Background: an optimization exercise with open tools, aiming at small area and a short achievable clock period. Do not read the settings as production practice.
Only simulation tests tie the RTL to the original design; equivalence was not proved.
Power figures rest on the tool's default switching activity, not on a simulated workload.

[flow/design.v]
package fpcvt_pkg;
    localparam int FLAG_W        = 3;
    localparam int FLAG_INVALID  = 2;
    localparam int FLAG_OVERFLOW = 1;
    localparam int FLAG_INEXACT  = 0;
    localparam int FP64_BIAS = 1023;
endpackage
`timescale 1ns/10ps
module fp64_to_int64 #(
    parameter int TAG_W = 4
) (
    input  logic                          clk,
    input  logic                          load,
    input  logic [63:0]                   in_data,
    input  logic [TAG_W-1:0]              in_tag,
    output logic [63:0]                   q_word,
    output logic                          q_sign,
    output logic [fpcvt_pkg::FLAG_W-1:0]  q_flags,
    output logic [TAG_W-1:0]              q_tag
);
    logic        s;
    logic [10:0] e;
    logic [51:0] m;
    logic        m_nz;
    logic        is_nan, in_rng, shifted, sat, exact_min, below_one, at_one;
    logic [5:0]  amt;
    logic [64:0] sh [0:6];
    logic [51:0] fmask;
    logic        inexact_n;
    logic [63:0] nxt_word;
    logic [fpcvt_pkg::FLAG_W-1:0] nxt_flags;
    assign s = in_data[63];
    assign e = in_data[62:52];
    assign m = in_data[51:0];
    assign m_nz = |m;
    assign is_nan    = (e == 11'h7ff) && m_nz;
    assign in_rng    = e[10] && (e[9:6] == 4'd0);
    assign shifted   = in_rng && (e[5:1] != 5'h1f);
    assign sat       = e[10] && !shifted && !is_nan;
    assign exact_min = (e == 11'd1086) && s && !m_nz;
    assign below_one = !e[10] && (e[9:0] != 10'h3ff);
    assign at_one    = !e[10] && (e[9:0] == 10'h3ff);
    assign amt   = ~e[5:0];
    assign sh[0] = {1'b1, m, 12'd0};
    for (genvar j = 0; j < 6; j++) begin : g_sh
        localparam int D = 1 << (5 - j);
        assign sh[j+1] = amt[5-j] ? {{D{1'b0}}, sh[j][64:D]} : sh[j];
    end
    always_comb begin
        for (int i = 0; i < 52; i++) begin
            fmask[i] = e[5:0] < 6'(51 - i);
        end
    end
    assign inexact_n = |(m & fmask);
    always_comb begin
        nxt_word = '0;
        if (shifted) nxt_word = sh[6][63:0];
        if (at_one)  nxt_word[0] = 1'b1;
        if (sat)     nxt_word = s ? 64'h8000_0000_0000_0000 : 64'h7fff_ffff_ffff_ffff;
    end
    always_comb begin
        nxt_flags = '0;
        nxt_flags[fpcvt_pkg::FLAG_INVALID]  = is_nan;
        nxt_flags[fpcvt_pkg::FLAG_OVERFLOW] = sat && !exact_min;
        nxt_flags[fpcvt_pkg::FLAG_INEXACT]  = (below_one && ((e != 11'd0) || m_nz))
                                            || (at_one && m_nz)
                                            || (shifted && inexact_n);
    end
    always_ff @(posedge clk) begin
        if (load) begin
            q_word  <= nxt_word;
            q_sign  <= s;
            q_flags <= nxt_flags;
            q_tag   <= in_tag;
        end
    end
endmodule
`timescale 1ns/10ps
module int64_to_fp64 #(
    parameter int TAG_W = 4
) (
    input  logic                 clk,
    input  logic                 load,
    input  logic [63:0]          in_data,
    input  logic [TAG_W-1:0]     in_tag,
    output logic [63:0]          q_word,
    output logic                 q_sticky,
    output logic [TAG_W-1:0]     q_tag
);
    logic        s;
    logic [63:0] x;
    logic [63:0] d;
    logic [5:0]  lzd;
    logic [63:0] xs [0:6];
    logic        low_nz;
    logic        is_zero;
    logic        pow2neg, pow2neg_v;
    logic [10:0] exp_v;
    logic [63:0] nxt_word;
    assign x = in_data;
    assign s = x[63];
    assign d[0] = 1'b1;
    assign d[63:1] = x[63:1] ^ x[62:0];
    lzc64 u_lzc (.v(d), .cnt(lzd));
    assign xs[0] = x;
    for (genvar j = 0; j < 6; j++) begin : g_sh
        localparam int D = 1 << (5 - j);
        assign xs[j+1] = lzd[5-j] ? {xs[j][63-D:0], {D{1'b0}}} : xs[j];
    end
    assign low_nz  = |xs[6][9:0];
    assign is_zero = (x == 64'd0);
    onehot0_63 u_oh (.v(d[63:1]), .ok(pow2neg_v));
    assign pow2neg = s && pow2neg_v;
    assign exp_v   = 11'd1085 - 11'(lzd) + 11'(pow2neg);
    always_comb begin
        nxt_word = {s, exp_v, xs[6][61:10]};
        if (is_zero) nxt_word = '0;
    end
    always_ff @(posedge clk) begin
        if (load) begin
            q_word    <= nxt_word;
            q_sticky  <= low_nz;
            q_tag     <= in_tag;
        end
    end
endmodule
module lzc64 (
    input  logic [63:0] v,
    output logic [5:0]  cnt
);
    logic [31:0] v1;  logic [0:0] c1 [0:31];
    logic [15:0] v2;  logic [1:0] c2 [0:15];
    logic [7:0]  v3;  logic [2:0] c3 [0:7];
    logic [3:0]  v4;  logic [3:0] c4 [0:3];
    logic [1:0]  v5;  logic [4:0] c5 [0:1];
    always_comb begin
        for (int i = 0; i < 32; i++) begin
            v1[i] = v[2*i+1] | v[2*i];
            c1[i] = !v[2*i+1];
        end
        for (int i = 0; i < 16; i++) begin
            v2[i] = v1[2*i+1] | v1[2*i];
            c2[i] = v1[2*i+1] ? {1'b0, c1[2*i+1]} : {1'b1, c1[2*i]};
        end
        for (int i = 0; i < 8; i++) begin
            v3[i] = v2[2*i+1] | v2[2*i];
            c3[i] = v2[2*i+1] ? {1'b0, c2[2*i+1]} : {1'b1, c2[2*i]};
        end
        for (int i = 0; i < 4; i++) begin
            v4[i] = v3[2*i+1] | v3[2*i];
            c4[i] = v3[2*i+1] ? {1'b0, c3[2*i+1]} : {1'b1, c3[2*i]};
        end
        for (int i = 0; i < 2; i++) begin
            v5[i] = v4[2*i+1] | v4[2*i];
            c5[i] = v4[2*i+1] ? {1'b0, c4[2*i+1]} : {1'b1, c4[2*i]};
        end
        cnt = v5[1] ? {1'b0, c5[1]} : {1'b1, c5[0]};
    end
endmodule
module onehot0_63 (
    input  logic [62:0] v,
    output logic        ok
);
    logic [63:0] a0, m0;
    logic [31:0] a1, m1;
    logic [15:0] a2, m2;
    logic [7:0]  a3, m3;
    logic [3:0]  a4, m4;
    logic [1:0]  a5, m5;
    always_comb begin
        a0 = {1'b0, v};
        m0 = '0;
        for (int i = 0; i < 32; i++) begin
            a1[i] = a0[2*i+1] | a0[2*i];
            m1[i] = a0[2*i+1] & a0[2*i];
        end
        for (int i = 0; i < 16; i++) begin
            a2[i] = a1[2*i+1] | a1[2*i];
            m2[i] = m1[2*i+1] | m1[2*i] | (a1[2*i+1] & a1[2*i]);
        end
        for (int i = 0; i < 8; i++) begin
            a3[i] = a2[2*i+1] | a2[2*i];
            m3[i] = m2[2*i+1] | m2[2*i] | (a2[2*i+1] & a2[2*i]);
        end
        for (int i = 0; i < 4; i++) begin
            a4[i] = a3[2*i+1] | a3[2*i];
            m4[i] = m3[2*i+1] | m3[2*i] | (a3[2*i+1] & a3[2*i]);
        end
        for (int i = 0; i < 2; i++) begin
            a5[i] = a4[2*i+1] | a4[2*i];
            m5[i] = m4[2*i+1] | m4[2*i] | (a4[2*i+1] & a4[2*i]);
        end
        ok = !(m5[1] | m5[0] | (a5[1] & a5[0]));
    end
endmodule
`timescale 1ns/10ps
module result_arbiter #(
    parameter int TAG_W = 4
) (
    input  logic                         clk,
    input  logic                         rst,
    input  logic                         f2i_valid,
    output logic                         f2i_ready,
    input  logic                         i2f_valid,
    output logic                         i2f_ready,
    output logic                         load0,
    output logic                         load1,
    input  logic [63:0]                  word0,
    input  logic                         sign0,
    input  logic [fpcvt_pkg::FLAG_W-1:0] flags0,
    input  logic [TAG_W-1:0]             tag0,
    input  logic [63:0]                  word1,
    input  logic                         sticky1,
    input  logic [TAG_W-1:0]             tag1,
    output logic                         res_valid,
    input  logic                         res_ready,
    output logic [63:0]                  res_data,
    output logic [fpcvt_pkg::FLAG_W-1:0] res_flags,
    output logic [TAG_W-1:0]             res_tag,
    output logic                         res_src
);
    logic held0, held1, prio, grant1;
    logic n_held0, n_held1, n_prio;
    logic take0, take1, xfer;
    logic [63:0] below0, below1;
    logic [63:0] r0, r1;
    assign res_valid = held0 | held1;
    assign res_src   = grant1;
    assign take0     = res_ready & !grant1;
    assign take1     = res_ready & grant1;
    assign f2i_ready = !held0 | take0;
    assign i2f_ready = !held1 | take1;
    assign load0     = f2i_valid & f2i_ready;
    assign load1     = i2f_valid & i2f_ready;
    assign xfer      = res_valid & res_ready;
    always_comb begin
        n_held0 = load0 | (held0 & !take0);
        n_held1 = load1 | (held1 & !take1);
        n_prio  = xfer ? !grant1 : prio;
        if (rst) begin
            n_held0 = 1'b0;
            n_held1 = 1'b0;
            n_prio  = 1'b0;
        end
    end
    always_ff @(posedge clk) begin
        held0  <= n_held0;
        held1  <= n_held1;
        prio   <= n_prio;
        grant1 <= n_held1 & (!n_held0 | n_prio);
    end
    function automatic [63:0] below_of;
        input [63:0] v;
        input        st;
        logic [63:0] p;
        p = {v[62:0], st};
        for (int l = 0; l < 6; l++) begin
            for (int i = 0; i < 64; i++) begin
                if ((i >> l) & 1)
                    p[i] = p[i] | p[((i >> l) << l) - 1];
            end
        end
        below_of = p;
    endfunction
    assign below0 = below_of(word0, 1'b0);
    assign below1 = below_of({12'd0, word1[51:0]}, sticky1);
    assign r0 = word0 ^ ({64{sign0}} & below0);
    assign r1 = {word1[63:52], word1[51:0] ^ ({52{word1[63]}} & below1[51:0])};
    assign res_data  = grant1 ? r1 : r0;
    assign res_flags = grant1 ? {2'b00, sticky1} : flags0;
    assign res_tag   = grant1 ? tag1 : tag0;
endmodule
`timescale 1ns/10ps
module fpcvt_top #(
    parameter int TAG_W = 4
) (
    input  logic                         clk,
    input  logic                         rst,
    input  logic                         f2i_valid,
    output logic                         f2i_ready,
    input  logic [63:0]                  f2i_data,
    input  logic [TAG_W-1:0]             f2i_tag,
    input  logic                         i2f_valid,
    output logic                         i2f_ready,
    input  logic [63:0]                  i2f_data,
    input  logic [TAG_W-1:0]             i2f_tag,
    output logic                         res_valid,
    input  logic                         res_ready,
    output logic [63:0]                  res_data,
    output logic [fpcvt_pkg::FLAG_W-1:0] res_flags,
    output logic [TAG_W-1:0]             res_tag,
    output logic                         res_src
);
    logic                         load0, load1;
    logic [63:0]                  word0, word1;
    logic                         sign0, sticky1;
    logic [fpcvt_pkg::FLAG_W-1:0] flags0;
    logic [TAG_W-1:0]             tag0, tag1;
    fp64_to_int64 #(.TAG_W(TAG_W)) u_f2i (
        .clk     (clk),
        .load    (load0),
        .in_data (f2i_data),
        .in_tag  (f2i_tag),
        .q_word  (word0),
        .q_sign  (sign0),
        .q_flags (flags0),
        .q_tag   (tag0)
    );
    int64_to_fp64 #(.TAG_W(TAG_W)) u_i2f (
        .clk       (clk),
        .load      (load1),
        .in_data   (i2f_data),
        .in_tag    (i2f_tag),
        .q_word    (word1),
        .q_sticky  (sticky1),
        .q_tag     (tag1)
    );
    result_arbiter #(.TAG_W(TAG_W)) u_arb (
        .clk       (clk),
        .rst       (rst),
        .f2i_valid (f2i_valid),
        .f2i_ready (f2i_ready),
        .i2f_valid (i2f_valid),
        .i2f_ready (i2f_ready),
        .load0     (load0),
        .load1     (load1),
        .word0     (word0),
        .sign0     (sign0),
        .flags0    (flags0),
        .tag0      (tag0),
        .word1     (word1),
        .sticky1   (sticky1),
        .tag1      (tag1),
        .res_valid (res_valid),
        .res_ready (res_ready),
        .res_data  (res_data),
        .res_flags (res_flags),
        .res_tag   (res_tag),
        .res_src   (res_src)
    );
endmodule
[flow/run.sh]
#!/bin/bash
# synth_recipe.tcl (not shown) runs the flow's synth.tcl, then flattens the netlist and writes it again
# the make line also repeats each setting of config.mk as NAME=value (left out here)
make -C /OpenROAD-flow-scripts/flow DESIGN_CONFIG=/design/flow/config.mk WORK_HOME=/design/flow/orfs CLKGATE_MAP_FILE= SYNTH_SCRIPT=/design/flow/synth_recipe.tcl finish
[flow/config.mk]
export PLATFORM = sky130hd
export DESIGN_NAME = fpcvt_top
export DESIGN_NICKNAME = fpcvt_top
export VERILOG_FILES = /design/flow/design.v
export SDC_FILE = /design/flow/constraint.sdc
export NUM_CORES = 4
export LEC_CHECK = 0
export ABC_AREA = 1
export CAP_MARGIN = 20
export CORE_MARGIN = 2
export CORE_UTILIZATION = 40
export SETUP_SLACK_MARGIN = 2.5
export SLEW_MARGIN = 20
[flow/constraint.sdc]
create_clock -name core_clock -period 7.0 [get_ports {clk}]
set_input_delay 1.4000 -clock core_clock [delete_from_list [all_inputs] [get_ports {clk}]]
set_output_delay 1.4000 -clock core_clock [all_outputs]
set_load 0.01 [all_outputs]
==> metrics.md, run 1 <==
| Metric | Value |
|---|---|
| GRT Total Usage | `0.340` |
| Vias in the first global route | `roughly 21000` |
| Share of cells above drive strength 1 | `0.107` |
| Via count | `about 24000` |
| Clk_skew | `approximately 0.0088 ns` |
| Worst Setup Start Kind | `flop` |
| Minimum clock period | `about 4.5 ns` |
| Worst min path class | `reg2reg` |
| Post-route ant nets | `0` |
| Area leader, netlist | `edfxtp_1` |
| Pwr dens | `approximately 150 mW/mm²` |
| Number of core rows | `slightly below 80` |
| Number of synthesized flops with an enable pin | `roughly 140` |
| Avg Cell Area, Syn | `~5.9 µm²` |
| Element type at the critical path end | `primary output` |
| Unrepaired setup endpoints after global routing | `true` |
| Post-synth cell types | `60` |
| Non-filler instance count after layout | `roughly 4000` |
| Cell count after synthesis | `between 3000 and 4000` |
| CP delay by family, top | `simple AND/OR/NAND/NOR gates` |
| Post-route DRC | `0` |
| Post-synth top flop | `edfxtp_1` |
| Worst Path Max Fanout | `7` |
| Placed insts | `between 3000 and 4000` |
| Sequential area share after synthesis | `0.228` |
| Post-synth top area share | `0.224` |
| Worst IR drop on VDD | `slightly below 0.0002 V` |
| Reg power frac | `0.320` |
| Maxcap violations | `0` |
| Io pins | `216` |
| Crit path kind | `reg2out` |
| WP data required | `5.60 ns` |
| Leak pwr | `around 11 nW` |
| Die Wd | `221 µm` |
| Die footprint | `approximately 0.049 mm²` |
| Area contributors post-synth | `edfxtp_1, nand2_1, nand3_1` |
| Sw power | `around 1.4 mW` |
| Setup WS pre-CTS | `1.50 ns` |
| Top-count cell post-synth | `nand2_1` |
| Hold WS | `0.500 ns` |
| Post-detailed-route wirelength per cell | `22.0 µm` |
| Fin Setup TNS | `0 ns` |
| Final net count | `3550` |
| Starting DRT DRC Count | `~2700` |
| Crit-path max cell delay | `between 0.4 and 0.5 ns` |
| H-tree depth | `4` |
| GPL Wtd Cong | `slightly above 1` |
| Die height | `221 µm` |
| Final HPWL DP | `approximately 69 mm` |
| Gate power share | `0.414` |
| Clock transition at the registers of the reported paths | `roughly 0.070 ns` |
| Sw frac | `0.407` |
| Clk pwr share | `0.267` |
| Hold violation total from the final report | `0` |
| Critical Path AT | `between 3 and 4 ns` |
| Core footprint | `between 0.04 and 0.05 mm²` |
| Slew Limit Fails | `0` |
| CTS tree | `built` |
| IO Port Bufs | `~220` |
| Layout area overhead | `23.6%` |
| Mapped Nets | `between 3000 and 4000` |
| Internal Pwr Total | `~2.1 mW` |
| Vias per inst | `approximately 6.0` |
| Initial antenna violation count | `0` |
| Slew @ Worst Pin | `0.916 ns` |
| CTS Buffer Depth | `2` |
| Diodes inserted | `0` |
| Initial core utilization | `0.406` |
| Setup violations, final | `0` |
| CTS Root Cell | `clkbuf_16` |
| Most used cell, CP | `nor2_4` |
| Max_slew headroom | `0.388` |
| Pin count of the biggest net entering global routing | `65` |
| Synth cell count leaders | `nand2_1, nand3_1, inv_1, nor2_1, o21ai_0` |
| Status | `complete, no violations` |
| #FFs+latches synth | `145` |
| CTS Buf Count | `17` |
| Worst path slowest cell | `edfxtp_1` |
| Clk latency of the worst-skew pair | `0.45 ns` |
| Setup ws final | `approximately 2.5 ns` |
| GR Overflow Total | `0` |
| Final WL | `roughly 90 mm` |
| Critical Path, Cell by Cell | `nor3_4 -> nand4_1 -> nor2_4 -> nand3_4 -> inv_4 -> nand2_4 -> nor2_4 -> buf_4 -> inv_2 -> nor2_4 -> buf_4 -> nand3_1 -> a21oi_1 -> o22ai_4 -> buf_6` |
| CTS sink cnt | `roughly 150` |
| YS warnings | `12` |
| Critical path buffers and inverters | `5` |
| Async S/R FF share, synth | `0` |
| Tcrit/Tclk final | `0.640` |
| Max Freq | `approximately 0.22 GHz` |
| First-pass GRT wire length | `129 mm` |
| Synthesized cell area | `between 0.015 and 0.02 mm²` |
| DR pass1 iterations | `6` |
[final cells by class]
class	count	area, µm²
Clock inverter	14	171
Clock buffer	17	425
Timing Repair inverter	3	15.0
Sequential cell	145	4320
Multi-Input combinational cell	2555	13300
Tap cell	607	759
Fill cell	4880	23200
Inverter	326	1260
Timing Repair Buffer	327	3120
[path summary, 6_finish.rpt]
kind | startpoint | endpoint | slack, ns | cells after the start
setup / recovery | u_f2i.q_word[0] | res_data[50] | 2.52 | 15
hold / removal | u_arb.prio | u_arb.prio | 0.50 | 2
setup reg to reg | u_arb.grant1 | u_f2i.q_word[56] | 3.70 | 5
hold reg to reg | u_arb.prio | u_arb.prio | 0.50 | 2
[sequential cells by signal, indices dropped and copies added, names as in the netlist]
name / count
u_f2i.q_word: 64
u_i2f.q_word: 64
u_f2i.q_tag: 4
u_i2f.q_tag: 4
u_f2i.q_flags: 3
u_arb.grant1: 1
u_arb.held0: 1
u_arb.held1: 1
u_arb.prio: 1
u_f2i.q_sign: 1
u_i2f.q_sticky: 1
[logic make-up after synthesis]
logic type	after synthesis	synth area share
buf+inv	506	0.107
fa+ha+maj	35	0.0231
xor+xnor	21	0.00974
compound gates	628	0.197
flops	145	0.228
simple gates	1826	0.413
mux	41	0.0217
[worst min-delay path: cells and delay by family (launching register included)]
kind / cells / cell delay (ns)
flip-flops: 1 / 0.31
AND/OR/NAND/NOR: 1 / 0.08
AO/OA/AOI/OAI: 1 / 0.07
[layer usage]
layer | share of wire | wire (µm) | global-route usage
met2 | 0.42 | 36600 | 0.503
met1 | 0.46 | 40100 | 0.498
met5 | 0 | 0 | 0
met3 | 0.089 | 7840 | 0.0575
met4 | 0.036 | 3180 | 0.113
[power groups by stage]
stage | combinational (mW) | sequential [mW] | clock [mW]
floorplan | 0.833 | 1.11 | 0
global placement | 1.37 | 1.15 | 0
detailed placement | 1.38 | 1.15 | 0
CTS | 1.40 | 1.13 | 0.959
global route | 1.60 | 1.14 | 0.996
finish | 1.47 | 1.13 | 0.946
[metrics by stage]
stage          power, mW   util  area, µm²
6_report            3.55  0.501      23300
5_1_grt             3.74  0.501      23300
4_1_cts             3.49  0.486      22600
3_5_place_dp        2.53  0.459      21400
3_3_place_gp        2.52  0.459      21400
2_1_floorplan       1.95      -      18900
[what timing repair did]
action                                  CTS  global route
setup buffers                            36            27
hold buffers                              0             0
pin swaps                                28            40
gates cloned                              4             5
resized for setup                       213           160
endpoints found under the setup margin  112           127
[cell usage in the layout (no fill, tap or decap), types with 23 or more instances in the layout]
cell type / count
clkdlybuf4s50_1: 146
nor2_4: 26
inv_1: 287
nand2_2: 23
o221ai_1: 45
nand3_1: 435
ha_1: 32
o211ai_1: 37
inv_2: 27
nor2_1: 271
buf_4: 91
nand2_1: 906
nand4_1: 41
edfxtp_1: 141
nor3_1: 34
o22ai_1: 36
o21ai_1: 26
mux2i_1: 41
o21ai_0: 259
a21oi_1: 114
==> inputs of run 2 (changes only) <==
==> flow/flow/run.sh (new file) <==
#!/bin/bash
# The standard layout, with the port buffers made as buf_4 cells instead of
# the buffer_ports default (a slow delay cell on this platform).
set -euo pipefail
export BUFFER_PORTS_ARGS="-buffer_cell sky130_fd_sc_hd__buf_4"
bash standard.sh > flow_standard.log 2>&1
==> flow/standard.sh (new file) <==
#!/bin/bash
# synth_recipe.tcl (not shown) runs the flow's synth.tcl, then flattens the netlist and writes it again
# the make line also repeats each setting of config.mk as NAME=value (left out here)
make -C /OpenROAD-flow-scripts/flow DESIGN_CONFIG=/design/flow/config.mk WORK_HOME=/design/flow/orfs CLKGATE_MAP_FILE= SYNTH_SCRIPT=/design/flow/synth_recipe.tcl "${@:-finish}"
--- a/flow/config.mk
+++ b/flow/config.mk
@@ -9,5 +9,5 @@
 export CAP_MARGIN = 20
 export CORE_MARGIN = 2
 export CORE_UTILIZATION = 40
-export SETUP_SLACK_MARGIN = 2.5
+export SETUP_SLACK_MARGIN = 3.2
 export SLEW_MARGIN = 20
removed: flow/run.sh
==> run 2 against run 1 <==
Effect of this change: combinational power increased by 12%; critical path depth rose by 2; routed wire length increased by 6.3%; highest routed layer unchanged; fmax fell by 0.32%; synthesized area unchanged; sequential share of layout area is 1.6 points lower; still clean on timing, DRC and antenna; design area increased by 9.6%; die area did not move.
==> metrics.md, run 2 <==
| Metric | Value |
|---|---|
| Status | `complete, no violations` |
| Critical Path AT | `between 3 and 4 ns` |
| Finished layout cell area | `between 0.02 and 0.03 mm²` |
| Biggest regs | `u_f2i.q_word x64, u_i2f.q_word x64` |
| Fin util | `0.550` |
| Die Wd | `roughly 220 µm` |
| Tcrit/Tclk final | `0.642` |
| Crit-path max cell delay | `about 0.56 ns` |
| Critical path destination | `res_data[6]` |
| Critical path buffers and inverters | `12` |
| Most frequent cells in the layout | `nand2_1, nand3_1, buf_4` |
| Post-synth cell types | `60` |
| Hold violation total from the final report | `0` |
| Max_slew headroom | `0.364` |
| Hold WS | `0.511 ns` |
| WP data required | `roughly 5.6 ns` |
| Area leader, netlist | `edfxtp_1` |
| Sw power | `between 1.5 and 2 mW` |
| Area of the multi-input gates | `approximately 0.015 mm²` |
| Vias in the first global route | `22400` |
| Reg power frac | `0.302` |
| Worst Path Max Fanout | `2` |
| Reg2Reg Depth | `5` |
| Async S/R FF share, synth | `0` |
| Number of core rows | `79` |
| Slew @ Worst Pin | `~0.95 ns` |
| Sw frac | `0.414` |
| R2r endpoint | `u_i2f.q_word[0]` |
| Register-to-register setup slack | `3.91 ns` |
| Initial antenna violation count | `0` |
| CTS sink cnt | `~150` |
| Vias per inst | `6.03` |
| Via count | `between 20000 and 25000` |
| Top-count cell post-synth | `nand2_1` |
| Die footprint | `0.0490 mm²` |
| Area contributors post-synth | `edfxtp_1, nand2_1, nand3_1` |
| Setup ws final | `about 2.5 ns` |
| CTS Buffer Depth | `2` |
| First-pass GRT wire length | `approximately 140 mm` |
| Post-route DRC | `0` |
| Clock transition at the registers of the reported paths | `0.07 ns` |
| Starting DRT DRC Count | `around 2800` |
| CTS tree | `built` |
| Non-filler instance count after layout | `about 4100` |
| Overall power | `3.75 mW` |
| GPL Wtd Cong | `slightly above 1` |
| Clk latency of the worst-skew pair | `0.47 ns` |
| Pin count of the biggest net entering global routing | `73` |
| Worst path slowest cell | `edfxtp_1` |
| Most used cell, CP | `buf_6` |
| Element type at the critical path end | `primary output` |
| Io pins | `roughly 220` |
| Diodes inserted | `0` |
| Core footprint | `~0.047 mm²` |
| Register area | `~0.0043 mm²` |
| Post-synth top area share | `0.224` |
| Die height | `approximately 220 µm` |
| Cell count after synthesis | `3202` |
| Post-route ant nets | `0` |
| Worst Setup Start Kind | `flop` |
| Post-synth top flop | `edfxtp_1` |
| Sequential area share after synthesis | `0.228` |
| Final net count | `~3700` |
| Mapped Nets | `around 3400` |
| H-tree depth | `4` |
| Slew Limit Fails | `0` |
| CP delay by family, top | `buffers and inverters` |
| CTS Buf Count | `17` |
| Internal Pwr Total | `around 2.2 mW` |
| Leak pwr | `around 11 nW` |
| #FFs+latches synth | `around 150` |
| Critical Path, Cell by Cell | `nor3_4 -> nand4_1 -> buf_4 -> buf_6 -> buf_6 -> buf_6 -> buf_6 -> buf_6 -> buf_6 -> buf_6 -> buf_6 -> buf_6 -> buf_6 -> nand2_4 -> xnor2_2 -> o2bb2ai_2 -> buf_4` |
| Worst IR drop on VDD | `about 0.00015 V` |
| Placed insts | `3871` |
| Clk pwr share | `0.261` |
| Commonest non-fill, non-tap cell in the layout | `nand2_1` |
| Critical path origin | `u_f2i.q_word[0]` |
| YS warnings | `12` |
| Final HPWL DP | `about 68 mm` |
| Post-DP Area | `0.0209 mm²` |
| Initial core utilization | `0.406` |
| Fill cells | `4700` |
| Unrepaired setup endpoints after global routing | `true` |
| CP Depth | `17` |
| Synth cell count leaders | `nand2_1, nand3_1, inv_1, nor2_1, o21ai_0` |
| Setup WS pre-CTS | `1.33 ns` |
| Maxcap violations | `0` |
| Setup violations, final | `0` |
| Pwr dens | `roughly 150 mW/mm²` |
| Launching point of the worst reg2reg path | `u_arb.grant1` |
| Post-detailed-route wirelength per cell | `22.7 µm` |
| Number of synthesized flops with an enable pin | `between 100 and 150` |
| Synthesized cell area | `between 0.015 and 0.02 mm²` |
| Crit path kind | `reg2out` |
| Share of cells above drive strength 1 | `0.259` |
| Fin Setup TNS | `0 ns` |
| GR Overflow Total | `0` |
| DR pass1 iterations | `8` |
| Avg Cell Area, Syn | `5.90 µm²` |
| IO Port Bufs | `between 200 and 250` |
| Clk_skew | `0.0112 ns` |
| Gate power share | `0.437` |
| Final WL | `93.3 mm` |
| Minimum clock period | `around 4.5 ns` |
| Layout area overhead | `35.4%` |
| Worst min path class | `reg2reg` |
| Max Freq | `around 0.22 GHz` |
| GRT Total Usage | `0.359` |
| CTS Root Cell | `clkbuf_16` |
==> run 2: cell counts after synthesis <==
Identical to the previous run, type by type.
==> run 2: final cells by class <==
type,instances,area share
Sequential cell,145,0.169
Timing Repair Buffer,438,0.156
Multi-Input combinational cell,2563,0.568
Tap cell,607,0.0297
Timing Repair inverter,4,0.00108
Inverter,326,0.0526
Clock buffer,18,0.0168
Clock inverter,14,0.00729
==> run 2: power by group through the flow <==
stage	combinational (mW)	clock, mW	sequential [mW]
detailed placement	1.34	0	1.14
global route	1.77	1.03	1.14
CTS	1.50	0.991	1.13
finish	1.64	0.978	1.13
global placement	1.34	0	1.14
floorplan	0.847	0	1.11
==> run 2: kinds of logic (layout without fill, tap and decap cells) <==
kind of cell | after synthesis | after routing | synth area share
AND/OR/NAND/NOR | 1826 | 1835 | 0.413
AO/OA/AOI/OAI | 628 | 631 | 0.197
buffers and inverters | 506 | 800 | 0.107
flip-flops | 145 | 145 | 0.228
multiplexers | 41 | 41 | 0.0217
adder cells (fa/ha/maj) | 35 | 35 | 0.0231
XOR/XNOR | 21 | 21 | 0.00974
==> run 2: worst min path at each step <==
stage          cells past startpoint        from          to
2_1_floorplan                      2  u_arb.prio  u_arb.prio
3_3_place_gp                       2  u_arb.prio  u_arb.prio
3_5_place_dp                       2  u_arb.prio  u_arb.prio
4_1_cts                            2  u_arb.prio  u_arb.prio
5_1_grt                            2  u_arb.prio  u_arb.prio
6_report                           2  u_arb.prio  u_arb.prio
==> run 2: worst reg2reg max path: cells and delay by family, from the launching register on <==
kind            cells  cell delay, ns
compound gates      1            0.23
buf+inv             3            1.74
simple gates        1            0.34
flops               1            0.37
==> run 2: repair_timing <==
action,4_1_cts,5_1_grt
cloned,19,9
pin swaps,80,79
resized for setup,342,272
setup buffers,110,74
endpoints found under the setup margin,187,192
hold buffers,0,0
==> run 2: routing by layer <==
layer | GRT usage | part of all wire | up-vias
li1 | - | - | 11500
met1 | 0.517 | 0.44 | 11600
met2 | 0.514 | 0.41 | 1449
met3 | 0.0769 | 0.10 | 238
met4 | 0.151 | 0.045 | 0
met5 | 0 | 0 | -
==> inputs of run 3 (changes only) <==
--- a/flow/flow/run.sh
+++ b/flow/flow/run.sh
@@ -3,4 +3,5 @@
 # the buffer_ports default (a slow delay cell on this platform).
 set -euo pipefail
 export BUFFER_PORTS_ARGS="-buffer_cell sky130_fd_sc_hd__buf_4"
+export RECOVER_POWER=100
 bash standard.sh > flow_standard.log 2>&1
--- a/flow/config.mk
+++ b/flow/config.mk
@@ -9,5 +9,5 @@
 export CAP_MARGIN = 20
 export CORE_MARGIN = 2
 export CORE_UTILIZATION = 40
-export SETUP_SLACK_MARGIN = 3.2
+export SETUP_SLACK_MARGIN = 2.5
 export SLEW_MARGIN = 20
==> run 3 against run 2 <==
Effect of this change: now fails the layout checks on capacitance limit, slew limit; worst setup slack lost 1.0 ns; count of clock-buffer cells in the layout is the same; critical path depth shrank 1; non-clock buffer count shrank 141; critical path type unchanged; design area shrank 14%; flip-flop and latch count is the same; synthesized cell count is the same; combinational power shrank 16%; clock power shrank 1%; largest cell class unchanged.
==> metrics.md, run 3 <==
| Metric | Value |
|---|---|
| Starting DRT DRC Count | `2829` |
| Register-to-register setup slack | `about 2.0 ns` |
| Non-filler instance count after layout | `between 3000 and 4000` |
| Pwr dens | `158 mW/mm²` |
| Setup violations, final | `0` |
| Tcrit/Tclk final | `0.791` |
| Fill cells | `around 5000` |
| Share of cells above drive strength 1 | `0.111` |
| Worst Setup Start Kind | `flop` |
| Number of synthesized flops with an enable pin | `~140` |
| Critical path buffers and inverters | `3` |
| CP delay by family, top | `simple AND/OR/NAND/NOR gates` |
| Reg2Reg Depth | `4` |
| Post-route DRC | `0` |
| Area contributors post-synth | `edfxtp_1, nand2_1, nand3_1` |
| Worst IR drop on VDD | `around 0.00016 V` |
| Critical Path, Cell by Cell | `nor2_1 -> nand2_1 -> nor2_1 -> nand3_4 -> nor2_1 -> nand3_4 -> clkinvlp_2 -> nand2_4 -> nor2_1 -> inv_4 -> nor2_4 -> nand3b_1 -> nand3_2 -> nand2_2 -> o21ai_0 -> buf_6` |
| Worst Hold Path EP | `u_arb.prio` |
| Io pins | `roughly 220` |
| Leak pwr | `about 10 nW` |
| Biggest regs | `u_f2i.q_word x64, u_i2f.q_word x64` |
| Clock transition at the registers of the reported paths | `0.08 ns` |
| Unrepaired setup endpoints after global routing | `true` |
| Number of core rows | `a little under 80` |
| Final HPWL DP | `approximately 68 mm` |
| Most frequent cells in the layout | `nand2_1, nand3_1, inv_1` |
| Hold violation total from the final report | `0` |
| Critical Path AT | `4.14 ns` |
| Minimum clock period | `~5.5 ns` |
| Synth cell count leaders | `nand2_1, nand3_1, inv_1, nor2_1, o21ai_0` |
| Status | `finished with violations` |
| Crit path kind | `reg2out` |
| Initial core utilization | `0.406` |
| Area leader, netlist | `edfxtp_1` |
| Clk_skew | `0.0174 ns` |
| Mapped Nets | `between 3000 and 4000` |
| CTS tree | `built` |
| Overall power | `between 3 and 4 mW` |
| WP data required | `around 5.6 ns` |
| Vias in the first global route | `about 21000` |
| Fin Setup TNS | `0 ns` |
| Final net count | `3519` |
| Layout area overhead | `16.2%` |
| Max_slew headroom | `-1.56` |
| CTS Buffer Depth | `2` |
| H-tree depth | `4` |
| Worst path slowest cell | `o21ai_0` |
| R2r endpoint | `u_i2f.q_word[55]` |
| GR Overflow Total | `0` |
| Max Freq | `around 0.18 GHz` |
| Via count | `around 24000` |
| Vias per inst | `approximately 6` |
| Launching point of the worst reg2reg path | `u_arb.grant1` |
| Slew Limit Fails | `253` |
| Hold Startpoint | `u_arb.prio` |
| Avg Cell Area, Syn | `between 5 and 6 µm²` |
| First-pass GRT wire length | `roughly 130 mm` |
| GRT Total Usage | `0.339` |
| Cell count after synthesis | `3202` |
| Core footprint | `0.0466 mm²` |
| Maxcap violations | `6` |
| Worst min path class | `reg2reg` |
| Initial antenna violation count | `0` |
| Async S/R FF share, synth | `0` |
| CTS Buf Count | `17` |
| Placed insts | `a little under 4000` |
| CTS sink cnt | `around 150` |
| DR pass1 iterations | `7` |
| Die footprint | `just under 0.05 mm²` |
| Element type at the critical path end | `primary output` |
| Die height | `221 µm` |
| Post-synth top area share | `0.224` |
| Commonest non-fill, non-tap cell in the layout | `nand2_1` |
| #FFs+latches synth | `145` |
| YS warnings | `12` |
| IO Port Bufs | `215` |
| Top-count cell post-synth | `nand2_1` |
| Final WL | `approximately 87 mm` |
| Crit-path max cell delay | `~0.60 ns` |
| Die Wd | `221 µm` |
| GPL Wtd Cong | `between 0.9 and 1` |
| Most used cell, CP | `nor2_1` |
| Post-route ant nets | `0` |
| Post-synth cell types | `60` |
| CTS Root Cell | `clkbuf_16` |
| Slew @ Worst Pin | `~3.8 ns` |
| Worst Path Max Fanout | `6` |
| Post-synth top flop | `edfxtp_1` |
| Hold Path Depth | `2` |
| Clk latency of the worst-skew pair | `0.46 ns` |
| Failing Checks | `capacitance limit, slew limit` |
| Sequential area share after synthesis | `0.228` |
| Post-detailed-route wirelength per cell | `21.9 µm` |
| Diodes inserted | `0` |
| Synthesized cell area | `between 0.015 and 0.02 mm²` |
| Pin count of the biggest net entering global routing | `80` |
==> run 3: cells by family after synthesis <==
| group | after synthesis | share of synthesized area |
|---|---|---|
| simple gates | 1826 | 0.413 |
| xor+xnor | 21 | 0.00974 |
| mux | 41 | 0.0217 |
| fa+ha+maj | 35 | 0.0231 |
| buf+inv | 506 | 0.107 |
| compound gates | 628 | 0.197 |
| flops | 145 | 0.228 |
==> run 3: power breakdown <==
part	internal, mW	total [mW]	switching (mW)	leakage, nW
sequential	1.07	1.13	0.0665	1.41
combinational	0.440	1.38	0.937	8.39
clock	0.545	0.968	0.423	0.300
==> run 3: metrics by stage <==
stage | util | setup WS [ns] | hold WS [ns] | instance area (µm²)
global route | 0.471 | 1.28 | 0.505 | 21900
floorplan | - | 2.77 | 0.446 | 18900
global placement | 0.445 | 1.44 | 0.467 | 20700
detailed placement | 0.445 | 1.45 | 0.473 | 20700
CTS | 0.470 | 2.46 | 0.489 | 21900
finish | 0.471 | 1.46 | 0.487 | 21900
==> run 3: how the worst max path moves through the flow <==
stage              startpoint                to  slack [ns]  depth (start not counted)
2_1_floorplan    i2f_data[46]  u_i2f.q_word[54]        2.77                         18
3_3_place_gp     i2f_data[42]  u_i2f.q_word[37]        1.44                         18
3_5_place_dp     i2f_data[42]  u_i2f.q_word[10]        1.45                         17
4_1_cts        u_i2f.q_sticky      res_data[45]        2.46                         16
5_1_grt          f2i_data[56]   u_f2i.q_word[3]        1.28                         13
6_report       u_i2f.q_sticky      res_data[44]        1.46                         16
==> run 3: worst min-delay path, cell delays in order (launching register included) <==
cell and delay [ns]:
dfxtp_1 0.31, a21oi_1 0.07, nor2_1 0.08
==> run 3: per-layer routing <==
| layer | GRT usage | vias up | wire length [µm] |
|---|---|---|---|
| li1 | - | 11200 | - |
| met1 | 0.503 | 11100 | 39400 |
| met2 | 0.495 | 1223 | 36400 |
| met3 | 0.0538 | 134 | 7980 |
| met4 | 0.112 | 0 | 2930 |
| met5 | 0 | - | 0 |
==> run 3: layout make-up <==
class                      instances  area, µm²  share of cell area
inverter                         326       1240              0.0563
multi-input combinational       2557      12900               0.588
clock inverter                    14        186             0.00850
clock buffer                      18        429              0.0196
sequential                       145       4310               0.197
tap                              607        759              0.0346
timing repair buffer             297       2110              0.0963
==> run 3: timing repair <==
item,4_1_cts,5_1_grt
setup endpoints to repair,105,99
resized for setup,71,68
hold buffers,0,0
gates cloned,3,3
pin swaps,22,29
buffers inserted,33,21
==> inputs of run 4 (changes only) <==
==> flow/flow/run.sh (replaced) <==
#!/bin/bash
# The standard layout, with the port buffers made as buf_4 cells instead of
# the buffer_ports default (a slow delay cell on this platform).
set -euo pipefail
export BUFFER_PORTS_ARGS="-buffer_cell sky130_fd_sc_hd__buf_4"
bash standard.sh > flow_standard.log 2>&1
==> run 4 against run 3 <==
Effect of this change: now clean on timing, DRC and antenna; clock power about the same; count of clock-buffer cells in the layout is the same; worst setup slack improved by 1.1 ns; critical path depth stayed put; largest cell class unchanged; highest routed layer unchanged; final cell count about the same; synthesized area unchanged.
==> metrics.md, run 4 <==
| Metric | Value |
|---|---|
| Worst Setup Start Kind | `flop` |
| Pwr dens | `between 150 and 200 mW/mm²` |
| Die height | `221 µm` |
| GPL Wtd Cong | `between 0.9 and 1` |
| CTS sink cnt | `between 100 and 150` |
| Max Freq | `approximately 0.22 GHz` |
| Clk latency of the worst-skew pair | `~0.46 ns` |
| CTS Root Cell | `clkbuf_16` |
| DR pass1 iterations | `8` |
| Leak pwr | `just over 10 nW` |
| Slew @ Worst Pin | `0.945 ns` |
| CTS tree | `built` |
| Crit path kind | `reg2out` |
| CTS Buf Count | `17` |
| Fin Setup TNS | `0 ns` |
| Worst min path class | `reg2reg` |
| Layout area overhead | `18.2%` |
| Hold violation total from the final report | `0` |
| Die Wd | `roughly 220 µm` |
| Reg2Reg Depth | `4` |
| Synthesized cell area | `0.0189 mm²` |
| Post-detailed-route wirelength per cell | `approximately 22 µm` |
| Number of synthesized flops with an enable pin | `around 140` |
| Critical Path, Cell by Cell | `nor2_4 -> nand2_2 -> nor2_4 -> nand3_4 -> nor2_4 -> nand3_4 -> inv_4 -> nand2_4 -> nor2_4 -> inv_4 -> nor2_4 -> nand3b_1 -> nand3_2 -> nand2_2 -> o21ai_4 -> buf_6` |
| Post-synth top area share | `0.224` |
| IO Port Bufs | `215` |
| Top-count cell post-synth | `nand2_1` |
| Overall power | `around 3.5 mW` |
| Avg Cell Area, Syn | `~5.9 µm²` |
| Cell count after synthesis | `~3200` |
| WP data required | `5.60 ns` |
| Post-synth top flop | `edfxtp_1` |
| Pin count of the biggest net entering global routing | `80` |
| Worst Path Max Fanout | `6` |
| Area contributors post-synth | `edfxtp_1, nand2_1, nand3_1` |
| Vias per inst | `5.96` |
| Io pins | `between 200 and 250` |
| Most frequent cells in the layout | `nand2_1, nand3_1, inv_1` |
| Share of cells above drive strength 1 | `0.136` |
| Commonest non-fill, non-tap cell in the layout | `nand2_1` |
| Async S/R FF share, synth | `0` |
| Element type at the critical path end | `primary output` |
| Biggest regs | `u_f2i.q_word x64, u_i2f.q_word x64` |
| Final WL | `86.8 mm` |
| H-tree depth | `4` |
| Synth cell count leaders | `nand2_1, nand3_1, inv_1, nor2_1, o21ai_0` |
| Post-synth cell types | `60` |
| Via count | `~24000` |
| YS warnings | `12` |
| Mapped Nets | `3377` |
| GR Overflow Total | `0` |
| Final HPWL DP | `68.4 mm` |
| Unrepaired setup endpoints after global routing | `true` |
| Area leader, netlist | `edfxtp_1` |
| Core footprint | `around 0.047 mm²` |
| CTS Buffer Depth | `2` |
| Vias in the first global route | `between 20000 and 25000` |
| Status | `complete, no violations` |
| Minimum clock period | `~4.5 ns` |
| Starting DRT DRC Count | `2805` |
| Initial antenna violation count | `0` |
| Crit-path max cell delay | `0.53 ns` |
| Setup violations, final | `0` |
| Die footprint | `about 0.049 mm²` |
| Post-route DRC | `0` |
| GRT Total Usage | `0.339` |
| Clk_skew | `around 0.015 ns` |
| Clock transition at the registers of the reported paths | `0.07 ns` |
| Number of core rows | `slightly below 80` |
| Final net count | `about 3500` |
| Tcrit/Tclk final | `0.639` |
| Post-route ant nets | `0` |
| Max_slew headroom | `0.370` |
| Hold Path Depth | `2` |
| Maxcap violations | `0` |
| Worst path slowest cell | `edfxtp_1` |
| Hold-fix buffers, CTS | `0` |
| First-pass GRT wire length | `~130 mm` |
| Worst IR drop on VDD | `around 0.00016 V` |
| Slew Limit Fails | `0` |
| Initial core utilization | `0.406` |
| Most used cell, CP | `nor2_4` |
| Critical Path AT | `3.08 ns` |
| #FFs+latches synth | `about 150` |
| Sequential area share after synthesis | `0.228` |
## run 4: changes by cell type in the layout (fill, tap and decap cells not counted), moves of 4 or more
cell | before | now
o22ai_1 | 39 | 35
o21ai_1 | 15 | 22
nor2_1 | 295 | 289
o21ai_0 | 288 | 273
o22ai_2 | 1 | 5
clkbuf_1 | 56 | 1
buf_4 | 219 | 282
clkbuf_4 | 10 | 0
o21ai_2 | 0 | 6
nor2_4 | 15 | 21
## run 4: worst paths after layout
kind / startpoint / end / slack [ns]
worst min-delay path: u_arb.prio / u_arb.prio / 0.49
worst min register to register: u_arb.prio / u_arb.prio / 0.49
worst max register to register: u_arb.grant1 / u_i2f.q_word[55] / 4.24
worst max-delay path: u_i2f.q_word[0] / res_data[44] / 2.52
## run 4: layout make-up
cell class / instances / area [µm²]
Fill cell: 5008 / 24200
Multi-Input combinational cell: 2557 / 13100
Sequential cell: 145 / 4320
Timing Repair Buffer: 297 / 2340
Inverter: 326 / 1240
Tap cell: 607 / 759
Clock buffer: 18 / 429
Clock inverter: 14 / 186
Antenna cell: 1 / 2.50
## run 4: cells by family (layout without fill, tap and decap cells)
kind of cell / Yosys count / in the layout / synth area share
muxes: 41 / 41 / 0.0217
DFF: 145 / 145 / 0.228
and+or+nand+nor: 1826 / 1832 / 0.413
AOI/OAI and AO/OA: 628 / 628 / 0.197
other: 0 / 1 / 0
adders and majority gates: 35 / 35 / 0.0231
xor gates and xnor gates: 21 / 21 / 0.00974
buffers and inverters: 506 / 655 / 0.107
## run 4: repair_timing
action,CTS,global route
setup buffers,33,21
pin swaps,22,29
endpoints found under the setup margin,105,99
cloned,3,3
endpoints found under the hold margin,0,0
resized for setup,71,68
## run 4: power by group
part	internal [mW]	switching, mW	total [mW]	leakage [nW]
registers	1.06	0.0685	1.13	1.41
clock network	0.545	0.424	0.969	0.300
logic	0.475	0.945	1.42	8.65
## run 4: critical path: cells and delay by family, from the launching register on
kind / cells / cell delay (ns)
buffers and inverters: 3 / 0.28
AO/OA/AOI/OAI: 1 / 0.25
AND/OR/NAND/NOR: 12 / 1.53
flip-flops: 1 / 0.53
## run 4: per-stage QoR
stage               hold WS (ns)  worst slack (ns)  std cells  utilization  instance area, µm²
floorplan                  0.446              2.77       3202            -               18900
global placement           0.467              1.44       3871        0.445               20700
detailed placement         0.473              1.45       3872        0.445               20700
CTS                        0.489              2.46       3940        0.470               21900
global route               0.505              2.40       3964        0.480               22300
finish                     0.487              2.52       3965        0.480               22300
## run 4: metal layers
| layer | part of all wire | global-route usage |
|---|---|---|
| met1 | 0.46 | 0.503 |
| met2 | 0.42 | 0.495 |
| met3 | 0.090 | 0.0538 |
| met4 | 0.035 | 0.112 |
| met5 | 0 | 0 |
==> inputs of run 5 (changes only) <==
--- a/flow/config.mk
+++ b/flow/config.mk
@@ -5,9 +5,8 @@
 export SDC_FILE = /design/flow/constraint.sdc
 export NUM_CORES = 4
 export LEC_CHECK = 0
-export ABC_AREA = 1
 export CAP_MARGIN = 20
 export CORE_MARGIN = 2
 export CORE_UTILIZATION = 40
-export SETUP_SLACK_MARGIN = 2.5
+export SETUP_SLACK_MARGIN = 2.8
 export SLEW_MARGIN = 20
==> run 5 against run 4 <==
Effect of this change: worst setup slack worse by 0.79 ns; routed wire length is 4.7% lower; die area decreased by 6.8%; sequential share of layout area fell by 1.7 points; critical path type unchanged; largest power group unchanged.
==> metrics.md, run 5 <==
| Metric | Value |
|---|---|
| Clk latency of the worst-skew pair | `~0.45 ns` |
| CTS Buf Count | `17` |
| Avg Cell Area, Syn | `about 7.9 µm²` |
| Number of core rows | `76` |
| Fill cells | `3905` |
| Post-route DRC | `0` |
| Layout area overhead | `39.6%` |
| CTS Root Cell | `clkbuf_16` |
| Crit path kind | `reg2out` |
| Clk_skew | `~0.008 ns` |
| Async S/R FF share, synth | `0` |
| Critical path destination | `res_data[57]` |
| Area contributors post-synth | `edfxtp_1, mux2i_1, o21ai_0` |
| Io pins | `approximately 220` |
| Worst IR drop on VDD | `0.000149 V` |
| Post-DP Area | `between 0.02 and 0.025 mm²` |
| Cell count after synthesis | `around 2200` |
| Final HPWL DP | `about 61 mm` |
| Sequential area share after synthesis | `0.245` |
| CTS tree | `built` |
| Via count | `between 15000 and 20000` |
| Initial antenna violation count | `2` |
| Tcrit/Tclk final | `0.752` |
| Finished layout cell area | `roughly 0.025 mm²` |
| Unrepaired setup endpoints after global routing | `true` |
| Diodes inserted | `0` |
| Synthesized cell area | `between 0.015 and 0.02 mm²` |
| Fin util | `0.567` |
| First-pass GRT wire length | `119 mm` |
| Slew @ Worst Pin | `approximately 1.1 ns` |
| GPL Wtd Cong | `around 1.0` |
| Maxcap violations | `0` |
| YS warnings | `12` |
| GRT Total Usage | `0.350` |
| Mapped Nets | `between 2000 and 2500` |
| Minimum clock period | `~5.3 ns` |
| CTS Buffer Depth | `2` |
| Synth cell count leaders | `o21ai_0, nand2_1, mux2i_1, nor2_1, a21oi_1` |
| Non-filler instance count after layout | `~3000` |
| CTS sink cnt | `roughly 150` |
| #FFs+latches synth | `~150` |
| Vias in the first global route | `around 18000` |
| Starting DRT DRC Count | `between 2000 and 2500` |
| Initial core utilization | `0.406` |
| Final WL | `82.7 mm` |
| Slew Limit Fails | `0` |
| Critical path origin | `u_f2i.q_word[3]` |
| Share of cells above drive strength 1 | `0.367` |
| H-tree depth | `4` |
| DR pass1 iterations | `8` |
| Biggest regs | `u_f2i.q_word x64, u_i2f.q_word x64` |
| Pin count of the biggest net entering global routing | `95` |
| Register-to-register setup slack | `~3.8 ns` |
| Reg2Reg Depth | `6` |
| Die height | `~210 µm` |
| Number of synthesized flops with an enable pin | `141` |
| Hold violation total from the final report | `0` |
| Element type at the critical path end | `primary output` |
| Final net count | `2639` |
| Setup violations, final | `0` |
| WP data required | `5.60 ns` |
| Pwr dens | `between 150 and 200 mW/mm²` |
| Status | `complete, no violations` |
| Max_slew headroom | `0.293` |
| Most frequent cells in the layout | `buf_4, nand2_1, nor2_1` |
| Worst min path class | `reg2reg` |
| Placed insts | `roughly 2900` |
| Worst Setup Start Kind | `flop` |
| Post-synth top flop | `edfxtp_1` |
| IO Port Bufs | `around 220` |
| Post-route ant nets | `0` |
| GR Overflow Total | `0` |
| Clock transition at the registers of the reported paths | `0.06 ns` |
| Fin Setup TNS | `0 ns` |
| Worst Path Max Fanout | `4` |
| Post-synth top area share | `0.241` |
| Post-detailed-route wirelength per cell | `between 20 and 30 µm` |
| Die footprint | `0.0456 mm²` |
| Commonest non-fill, non-tap cell in the layout | `buf_4` |
| Top-count cell post-synth | `o21ai_0` |
| Die Wd | `roughly 210 µm` |
| Post-synth cell types | `83` |
| Leak pwr | `slightly below 9 nW` |
| R2r endpoint | `u_i2f.q_word[21]` |
| Vias per inst | `6.43` |
| Core footprint | `roughly 0.043 mm²` |
| Launching point of the worst reg2reg path | `u_arb.grant1` |
| Area leader, netlist | `edfxtp_1` |
| Max Freq | `between 0.15 and 0.2 GHz` |
| Critical Path AT | `slightly below 4 ns` |
## run 5: cell count changes after synthesis, sizes merged, moves of 41 or more
cell and delta:
nand2 -741, nand3 -390, inv -236, mux2i +142, nor2 -133, o21ai -103
xor2 +90, mux2 +60, xnor2 +43, o221ai -41
## run 5: critical path, cell delays in order (launching register included)
cell,delay (ns)
edfxtp_1,0.43
or4_4,0.56
or4_4,0.46
or4_4,0.48
nand4b_4,0.29
buf_6,0.21
or2_4,0.26
o31ai_4,0.18
xor2_1,0.22
o21ai_2,0.12
buf_6,0.19
## run 5: per-stage QoR
step | hold slack [ns] | setup slack (ns) | power, mW
after floorplan | 0.472 | 2.47 | 2.02
after global placement | 0.490 | 1.20 | 2.56
after detailed placement | 0.510 | 1.12 | 2.57
after CTS | 0.525 | 1.68 | 3.63
after global routing | 0.569 | 1.67 | 3.94
final | 0.534 | 1.74 | 3.78
## run 5: how the worst min path moves through the flow
stage	slack, ns	endpoint	startpoint	depth (start not counted)
floorplan	0.47	u_arb.prio	u_arb.prio	2
global placement	0.49	u_arb.prio	u_arb.prio	2
detailed placement	0.51	u_arb.prio	u_arb.prio	2
CTS	0.52	u_arb.prio	u_arb.prio	2
global route	0.57	u_arb.prio	u_arb.prio	2
finish	0.53	u_arb.prio	u_arb.prio	2
## run 5: timing repair
| action | CTS | global route |
|---|---|---|
| endpoints found under the setup margin | 120 | 180 |
| endpoints found under the hold margin | 0 | 0 |
| buffers inserted | 68 | 75 |
| hold buffers | 0 | 0 |
| pin swaps | 90 | 89 |
| gates cloned | 8 | 2 |
| gates resized for setup | 242 | 253 |
## run 5: kinds of logic (layout without fill, tap and decap cells)
group	Yosys count	in the layout	share of synthesized area
and+or+nand+nor	668	671	0.185
xor gates and xnor gates	154	154	0.0767
muxes	249	249	0.150
adders and majority gates	38	38	0.0265
AOI/OAI and AO/OA	705	707	0.256
buffers and inverters	268	513	0.0605
DFF	145	145	0.245
## run 5: power by group
part	internal [mW]	switching (mW)
clock network	0.543	0.412
registers	1.06	0.108
logic	0.687	0.972
total	2.29	1.49
## run 5: cell type report
class                           instances  area [µm²]  area share
Timing Repair Buffer                  391        3410       0.139
Inverter                               90         417      0.0170
Sequential cell                       145        4320       0.176
Multi-Input combinational cell       1819       15000       0.613
Clock buffer                           17         425      0.0173
Clock inverter                         15         200     0.00816
Tap cell                              585         732      0.0298
## run 5: routing by layer
layer	share of wire	GRT usage
met1	0.44	0.499
met2	0.43	0.516
met3	0.090	0.0723
met4	0.042	0.136
met5	0.0023	0
==> inputs of run 6 (changes only) <==
==> flow/flow/run.sh (replaced) <==
#!/bin/bash
# The standard layout, with the port buffers made as buf_2 cells instead of
# the buffer_ports default (a slow delay cell on this platform).
set -euo pipefail
export BUFFER_PORTS_ARGS="-buffer_cell sky130_fd_sc_hd__buf_2"
bash standard.sh > flow_standard.log 2>&1
--- a/flow/config.mk
+++ b/flow/config.mk
@@ -5,8 +5,9 @@
 export SDC_FILE = /design/flow/constraint.sdc
 export NUM_CORES = 4
 export LEC_CHECK = 0
+export ABC_AREA = 1
 export CAP_MARGIN = 20
 export CORE_MARGIN = 2
-export CORE_UTILIZATION = 40
+export CORE_UTILIZATION = 65
 export SETUP_SLACK_MARGIN = 2.8
 export SLEW_MARGIN = 20
==> run 6 against run 5 <==
Effect of this change: the flow now stops in 5_1_grt; synthesized cell count is 44% higher; synthesized area increased by 7.5%.
==> metrics.md, run 6 <==
| Metric | Value |
|---|---|
| Area leader, netlist | `edfxtp_1` |
| IO Port Bufs | `~220` |
| Post-synth top area share | `0.224` |
| Avg Cell Area, Syn | `a little under 6 µm²` |
| Number of core rows | `between 60 and 70` |
| CTS sink cnt | `approximately 150` |
| Status | `did not finish` |
| Synth Area in Adders | `0.0231` |
| Number of synthesized flops with an enable pin | `around 140` |
| Area contributors post-synth | `edfxtp_1, nand2_1, nand3_1` |
| Initial core utilization | `0.660` |
| GR Overflow Total | `5` |
| CTS Buf Count | `17` |
| CTS Buffer Depth | `2` |
| Main combinational cell family by area after synthesis | `simple AND/OR/NAND/NOR gates` |
| Post-DP Area | `between 0.015 and 0.02 mm²` |
| Die height | `174 µm` |
| Post-synthesis compound-gate area fraction | `0.197` |
| GRT Total Usage | `0.777` |
| Die Wd | `around 170 µm` |
| Synthesized cell area | `0.0189 mm²` |
| Setup WS pre-CTS | `roughly 1.5 ns` |
| Failing step | `5_1_grt` |
| GPL Wtd Cong | `1.15` |
| Sequential area share after synthesis | `0.228` |
| Final HPWL DP | `a little under 60 mm` |
| Synth Area in Simple Gates | `0.413` |
| Io pins | `between 200 and 250` |
| First error | `[ERROR GRT-0232] Routing congestion too high. Check the congestion heatmap in the GUI.` |
| H-tree depth | `4` |
| Mux contribution to synthesized area | `0.0217` |
| YS warnings | `12` |
| Top-count cell post-synth | `nand2_1` |
| Post-synth top flop | `edfxtp_1` |
| CTS Root Cell | `clkbuf_16` |
| Cell count after synthesis | `~3200` |
| #FFs+latches synth | `between 100 and 150` |
| Mapped Nets | `3377` |
| Async S/R FF share, synth | `0` |
| Post-synth cell types | `60` |
| Post-Synth XOR/XNOR Area | `0.00974` |
| Pin count of the biggest net entering global routing | `81` |
| Synth cell count leaders | `nand2_1, nand3_1, inv_1, nor2_1, o21ai_0` |
==> run 6: worst max-delay path by stage <==
stage | startpoint | slack, ns | endpoint | cells past startpoint
floorplan | i2f_data[46] | 2.87 | u_i2f.q_word[54] | 18
global placement | i2f_data[42] | 1.66 | u_i2f.q_word[45] | 18
detailed placement | i2f_data[46] | 1.46 | u_i2f.q_word[39] | 19
CTS | u_f2i.q_word[0] | 2.55 | res_data[44] | 15
==> run 6: per-stage QoR <==
| stage | utilization | instances |
|---|---|---|
| after floorplan | - | 3202 |
| after global placement | 0.693 | 3642 |
| after detailed placement | 0.694 | 3644 |
| after CTS | 0.749 | 3736 |
==> run 6: metal layers <==
layer  track usage  GRT overflow
met4         0.670             1
met1         0.806             0
met3         0.687             0
met2         0.889             4
met5         0.521             0
==> run 6: what timing repair did <==
action / in CTS
gates resized for setup: 148
setup buffers: 52
hold buffers: 0
endpoints found under the setup margin: 168
pin swaps: 31
gates cloned: 8
==> run 6: cells by family after synthesis <==
group / Yosys count
and+or+nand+nor: 1826
AOI/OAI and AO/OA: 628
buffers and inverters: 506
DFF: 145
muxes: 41
adders and majority gates: 35
xor gates and xnor gates: 21
==> run 6: power by group through the flow <==
stage          registers (mW)  logic, mW  clock network (mW)
2_1_floorplan            1.11      0.833                   0
3_3_place_gp             1.14       1.20                   0
3_5_place_dp             1.14       1.24                   0
4_1_cts                  1.13       1.30               0.965
==> inputs of run 7 (changes only) <==
--- a/flow/config.mk
+++ b/flow/config.mk
@@ -8,6 +8,7 @@
 export ABC_AREA = 1
 export CAP_MARGIN = 20
 export CORE_MARGIN = 2
-export CORE_UTILIZATION = 65
+export CORE_UTILIZATION = 50
 export SETUP_SLACK_MARGIN = 2.8
 export SLEW_MARGIN = 20
+export TNS_END_PERCENT = 20
==> run 7 against run 6 <==
Effect of this change: the run now finishes clean; synthesized area unchanged; synthesized cell count unchanged.
==> metrics.md, run 7 <==
| Metric | Value |
|---|---|
| Element type at the critical path end | `primary output` |
| Top-count cell post-synth | `nand2_1` |
| Area contributors post-synth | `edfxtp_1, nand2_1, nand3_1` |
| Minimum clock period | `~4.6 ns` |
| Finished layout cell area | `roughly 0.022 mm²` |
| Worst Setup Start Kind | `flop` |
| Fill cells | `around 3600` |
| Vias in the first global route | `22000` |
| Synth cell count leaders | `nand2_1, nand3_1, inv_1, nor2_1, o21ai_0` |
| IO Port Bufs | `215` |
| GPL Wtd Cong | `around 1.0` |
| Post-synth top flop | `edfxtp_1` |
| Crit path kind | `reg2out` |
| Worst IR drop on VDD | `0.000195 V` |
| Cell count after synthesis | `~3200` |
| Via count | `between 20000 and 30000` |
| Pwr dens | `around 160 mW/mm²` |
| Pin count of the biggest net entering global routing | `81` |
| Hold Startpoint | `u_arb.prio` |
| Sw power | `1.47 mW` |
| Final HPWL DP | `approximately 64 mm` |
| Post-Synth XOR/XNOR Area | `0.00974` |
| Gate power share | `0.409` |
| Clk pwr share | `0.259` |
| Slew @ Worst Pin | `1.01 ns` |
| Initial core utilization | `0.505` |
| Clk latency of the worst-skew pair | `between 0.4 and 0.5 ns` |
| Hold Path Depth | `2` |
| Sequential area share after synthesis | `0.228` |
| GR Overflow Total | `0` |
| Synthesized cell area | `approximately 0.019 mm²` |
| Clock transition at the registers of the reported paths | `0.07 ns` |
| Starting DRT DRC Count | `about 3700` |
| CTS Buffer Depth | `2` |
| Worst Path Max Fanout | `4` |
| Vias per inst | `6.39` |
| Clk_skew | `0.0160 ns` |
| Setup violations, final | `0` |
| CTS Root Cell | `clkbuf_16` |
| Worst min path class | `reg2reg` |
| Tcrit/Tclk final | `0.656` |
| Register-to-register setup slack | `around 4.1 ns` |
| Share of cells above drive strength 1 | `0.159` |
| Post-synthesis compound-gate area fraction | `0.197` |
| Async S/R FF share, synth | `0` |
| Mux contribution to synthesized area | `0.0217` |
| Number of synthesized flops with an enable pin | `~140` |
| First-pass GRT wire length | `between 100 and 150 mm` |
| Avg Cell Area, Syn | `5.90 µm²` |
| Mapped Nets | `about 3400` |
| CTS Buf Count | `17` |
| Final WL | `between 80 and 90 mm` |
| Core footprint | `about 0.037 mm²` |
| #FFs+latches synth | `about 150` |
| GRT Total Usage | `0.430` |
| Critical Path AT | `3.19 ns` |
| Post-synth cell types | `60` |
| Number of core rows | `71` |
| Internal Pwr Total | `2.00 mW` |
| Final net count | `3558` |
| Worst Hold Path EP | `u_arb.prio` |
| Synth Area in Simple Gates | `0.413` |
| Area leader, netlist | `edfxtp_1` |
| Synth Area in Adders | `0.0231` |
| Slew Limit Fails | `0` |
| Max Freq | `approximately 0.22 GHz` |
| Layout area overhead | `17.9%` |
| Main combinational cell family by area after synthesis | `simple AND/OR/NAND/NOR gates` |
| Initial antenna violation count | `3` |
| Post-DP Area | `0.0200 mm²` |
| R2r endpoint | `u_i2f.q_word[9]` |
| Maxcap violations | `0` |
| Launching point of the worst reg2reg path | `u_arb.grant1` |
| Max_slew headroom | `0.324` |
| CTS sink cnt | `~150` |
| Sw frac | `0.423` |
| Hold violation total from the final report | `0` |
| CTS tree | `built` |
| YS warnings | `12` |
| DR pass1 iterations | `8` |
| Reg power frac | `0.333` |
| Unrepaired setup endpoints after global routing | `true` |
| Io pins | `216` |
| Commonest non-fill, non-tap cell in the layout | `nand2_1` |
| Post-route ant nets | `0` |
| Leak pwr | `10.4 nW` |
| Reg2Reg Depth | `4` |
| Die Wd | `198 µm` |
| Biggest regs | `u_f2i.q_word x64, u_i2f.q_word x64` |
| Fin Setup TNS | `0 ns` |
| Status | `complete, no violations` |
| H-tree depth | `4` |
| Post-detailed-route wirelength per cell | `22.6 µm` |
| WP data required | `approximately 5.6 ns` |
| Post-route DRC | `0` |
| Die height | `just under 200 µm` |
| Most frequent cells in the layout | `nand2_1, nand3_1, inv_1` |
| Die footprint | `0.0393 mm²` |
| Post-synth top area share | `0.224` |
[run 7: cell counts after synthesis]
Identical to the previous run, type by type.
[run 7: worst max-delay path by stage]
| stage | startpoint | to | slack [ns] | cells after the start |
|---|---|---|---|---|
| final | u_i2f.q_word[15] | res_data[51] | 2.41 | 16 |
| after global routing | u_i2f.q_word[15] | res_data[51] | 2.35 | 16 |
| after CTS | f2i_data[55] | u_f2i.q_flags[0] | 2.52 | 10 |
| after detailed placement | i2f_data[40] | u_i2f.q_word[12] | 1.51 | 18 |
| after global placement | i2f_data[42] | u_i2f.q_word[6] | 1.65 | 18 |
| after floorplan | res_ready | u_i2f.q_sticky | 2.14 | 2 |
[run 7: stage by stage]
step                      hold slack [ns]  setup slack (ns)  cells  utilization  total power, mW
after floorplan                     0.446              2.14   3202            -             1.95
after CTS                           0.495              2.52   3863        0.575             3.34
after global placement              0.460              1.65   3774        0.536             2.39
after detailed placement            0.480              1.51   3774        0.536             2.41
final                               0.503              2.41   3910        0.595             3.47
after global routing                0.515              2.35   3907        0.595             3.61
[run 7: layout make-up]
| type | instances | area, µm² | share of cell area |
|---|---|---|---|
| inverter | 326 | 1260 | 0.0566 |
| timing repair inverter | 2 | 10.0 | 0.000450 |
| antenna | 3 | 7.51 | 0.000337 |
| multi-input combinational | 2561 | 13300 | 0.598 |
| clock inverter | 14 | 143 | 0.00641 |
| tap | 511 | 639 | 0.0287 |
| clock buffer | 18 | 429 | 0.0193 |
| timing repair buffer | 330 | 2140 | 0.0960 |
| sequential | 145 | 4320 | 0.194 |
[run 7: timing repair]
action	CTS	global route
pin swaps	29	27
buffers inserted	49	38
resized for setup	120	105
hold buffers	0	0
setup endpoints to repair	118	191
cloned	8	6
[run 7: critical path, cell delays in order (launching register included)]
cell	delay, ns
edfxtp_1	0.52
nor2_2	0.20
nand2_2	0.10
nor2_4	0.14
nand3_2	0.11
nor2_4	0.16
nand2_4	0.08
nor3_4	0.21
nand2_4	0.09
nor2_4	0.19
buf_6	0.13
buf_6	0.08
nand4_1	0.10
nand3_1	0.12
nand2_1	0.07
o21ai_2	0.26
buf_2	0.18
[run 7: logic make-up (layout without fill, tap and decap cells)]
logic type,Yosys count,count (layout)
and+or+nand+nor,1826,1833
AOI/OAI and AO/OA,628,631
muxes,41,41
adders and majority gates,35,35
xor gates and xnor gates,21,21
other,0,3
buffers and inverters,506,690
DFF,145,145
[run 7: per-layer routing]
layer	global-route usage	routed length, µm
met5	0	0
met4	0.229	5600
met1	0.582	34900
met2	0.624	35800
met3	0.111	12200
[run 7: power groups by stage]
stage	Sequential, mW	Clock [mW]	Combinational (mW)
2_1_floorplan	1.11	0	0.833
3_3_place_gp	1.15	0	1.24
3_5_place_dp	1.15	0	1.26
4_1_cts	1.14	0.893	1.31
5_1_grt	1.15	0.928	1.53
6_report	1.15	0.897	1.42

==> port drivers added, routing unchanged <==
The results above use ideal ports. As a check the final layouts listed here were re-extracted and re-timed, cells and wires unchanged.
Step 1, drivers: a clkbuf_16 drives clk and a buf_2 each remaining input, both assumed.
Step 2 times the ports against the registers' clock, not the clock port: input delays grow and output delays shrink by t, the midpoint of the rising clock arrivals with the driver on.
Three values: ideal, step 1, step 2; two values: the first two.
run	shift t [ns]	slack for setup (ns)	pins driven straight from the clock port
run 1	0.507	2.521 / 2.465 / 2.063	1
run 2	0.524	2.507 / 2.450 / 2.694	1
run 3	0.512	1.463 / 1.405 / 1.013	1
run 4	0.514	2.524 / 2.467 / 2.201	1
run 5	0.499	1.736 / 1.689 / 2.171	1
run 7	0.502	2.408 / 2.350 / 2.221	1
The setup slack of run 1, which loses most, moves by -0.056 ns with the drivers and by -0.458 ns with both steps.
